This is an optimization exercise on Yosys and OpenROAD, whose aim is small area, a short achievable clock period and few clock cycles per item, not a production implementation. Where RTL was checked, it was by simulation tests only, not by an equivalence proof against the original.

## rational_arithmetic_unit
module rational_arithmetic_unit #(
    parameter int OPERAND_WIDTH = rau_pkg::OPERAND_WIDTH_DEF
) (
    input  wire logic                       aclk,
    input  wire logic                       aresetn,
    input  wire logic                       s_valid,
    output logic                            s_ready,
    input  wire logic [rau_pkg::ACTION_WIDTH-1:0] s_action,
    input  wire logic signed [OPERAND_WIDTH-1:0] s_first_numerator,
    input  wire logic signed [OPERAND_WIDTH-1:0] s_first_denominator,
    input  wire logic signed [OPERAND_WIDTH-1:0] s_second_numerator,
    input  wire logic signed [OPERAND_WIDTH-1:0] s_second_denominator,
    output logic                            m_valid,
    input  wire logic                       m_ready,
    output logic signed [2*OPERAND_WIDTH:0] m_result_numerator,
    output logic signed [2*OPERAND_WIDTH:0] m_result_denominator,
    output logic                            m_zero_over_zero
);
    localparam int OW = OPERAND_WIDTH;    
    localparam int NW = 2 * OW + 1;       
    localparam int DW = 2 * OW;           
    localparam int PW = OW + 4;           
    localparam int QW = OW + 3;           
    localparam int K  = 4;                
    function automatic logic [2:0] tzk(input logic [K:0] v);
        tzk = K[2:0];
        for (int i = K - 1; i >= 1; i = i - 1)
            if (v[i]) tzk = i[2:0];
    endfunction
    typedef enum logic [2:0] {F_IDLE, F_SET, F_MUL, F_FIX, F_DONE} fst_t;
  ...
Settings: LEC_CHECK=0, ABC_CLOCK_PERIOD_IN_PS=4000, CAP_MARGIN=20, CORE_MARGIN=2, CORE_UTILIZATION=40, SLEW_MARGIN=20; clock period 10.0 ns.
standard.sh (not shown) runs the stock make flow with config.mk's settings and CLKGATE_MAP_FILE= SYNTH_SCRIPT=/design/flow/synth_recipe.tcl, a recipe that flattens the netlist after the stock synthesis.
==> flow/flow/run.sh <==
#!/bin/bash
set -e
export SETUP_SLACK_MARGIN=6
bash standard.sh > standard.log 2>&1
The starting point passed the timing, DRC and antenna checks.
Testbench counts at the start, summed over its fixed seeds: cycles 26,038, items 1,500.
Change:
--- a/flow/design.v
+++ b/flow/design.v
@@ -28,25 +28,25 @@
     input  wire logic                       m_ready,
     output logic signed [2*OPERAND_WIDTH:0] m_result_numerator,
     output logic signed [2*OPERAND_WIDTH:0] m_result_denominator,
     output logic                            m_zero_over_zero
 );
     localparam int OW = OPERAND_WIDTH;    
     localparam int NW = 2 * OW + 1;       
     localparam int DW = 2 * OW;           
     localparam int PW = OW + 4;           
     localparam int QW = OW + 3;           
-    localparam int K  = 4;                
-    function automatic logic [2:0] tzk(input logic [K:0] v);
-        tzk = K[2:0];
+    localparam int K  = 3;                
+    function automatic logic [1:0] tzk(input logic [K:0] v);
+        tzk = K[1:0];
         for (int i = K - 1; i >= 1; i = i - 1)
-            if (v[i]) tzk = i[2:0];
+            if (v[i]) tzk = i[1:0];
     endfunction
     typedef enum logic [2:0] {F_IDLE, F_SET, F_MUL, F_FIX, F_DONE} fst_t;
     fst_t fst_reg;
     logic [2:0] cnt_reg;
     logic       fund_reg;                 
     logic       fsub_reg;                 
     logic       fq_reg;                   
     logic       fdf_reg;                  
     logic       fsd_reg;                  
     logic       fsn_reg;                  
@@ -176,21 +176,21 @@
     logic          run_reg;               
     logic [DW-1:0] x_reg, x_next;
     logic [DW-1:0] y_reg, y_next;
     logic [NW-1:0] cx1_reg, cx1_next, cy1_reg, cy1_next;
     logic [DW-1:0] cx2_reg, cx2_next, cy2_reg, cy2_next;
     logic          zoz_reg, zoz_next;
     logic          zx_reg, zx_next;       
     logic [NW-1:0] dxy, dyx;
     logic          ge, xe;
     logic [DW-1:0] v;
-    logic [2:0]    s;
+    logic [1:0]    s;
     logic [NW-1:0] c1;
     logic [DW-1:0] c2;
     assign dxy = {1'b0, x_reg} - {1'b0, y_reg};
     assign dyx = {1'b0, y_reg} - {1'b0, x_reg};
     assign ge  = !dxy[NW-1];
     assign xe  = !x_reg[0];
     assign v   = xe ? x_reg : (ge ? dxy[DW-1:0] : dyx[DW-1:0]);
     assign s   = tzk(xe ? x_reg[K:0] : dxy[K:0]);
     assign c1  = (xe || ge) ? cx1_reg : cy1_reg;
     assign c2  = (xe || ge) ? cx2_reg : cy2_reg;
The changed run ran to the end with no violations.
Clock skew rose by 9.8 ps.
Final area came out lower by 5.2%.
Routed wire length fell by 10%.
Clock-buffer cell count went up by 5.
Flip-flop and latch count is unchanged.
Only the layout flow was run in the second run of this note; the RTL was not checked for function there.

afterwards: timing with drivers on the ports:
The flow's constraints put no driver on any port. The routed layouts listed below were extracted and timed again, unchanged, in two steps. Step 1, drivers: a clkbuf_16 drives aclk and a buf_2 each remaining input, both assumed. Step 2 times the ports against the registers' clock, not the clock port: input delays grow and output delays shrink by t, the midpoint of the rising clock arrivals with the driver on. a / b / c = no drivers / after step 1 / after step 2; a / b = the first two.
| run | shift t [ns] | slack for setup (ns) | latest minus earliest clock arrival (ns) | slew at the worst register clock pin (ns) |
|---|---|---|---|---|
| the first run | 0.635 | 6.029 / 6.016 / 5.488 | 0.020 / 0.021 | 0.07 / 0.07 |
| the second run | 0.611 | 6.070 / 6.015 / 5.571 | 0.030 / 0.030 | 0.07 / 0.07 |
After both steps every run listed still meets setup and hold. The setup slack of the first run, which loses most, moves by -0.013 ns with the drivers and by -0.541 ns with both steps.
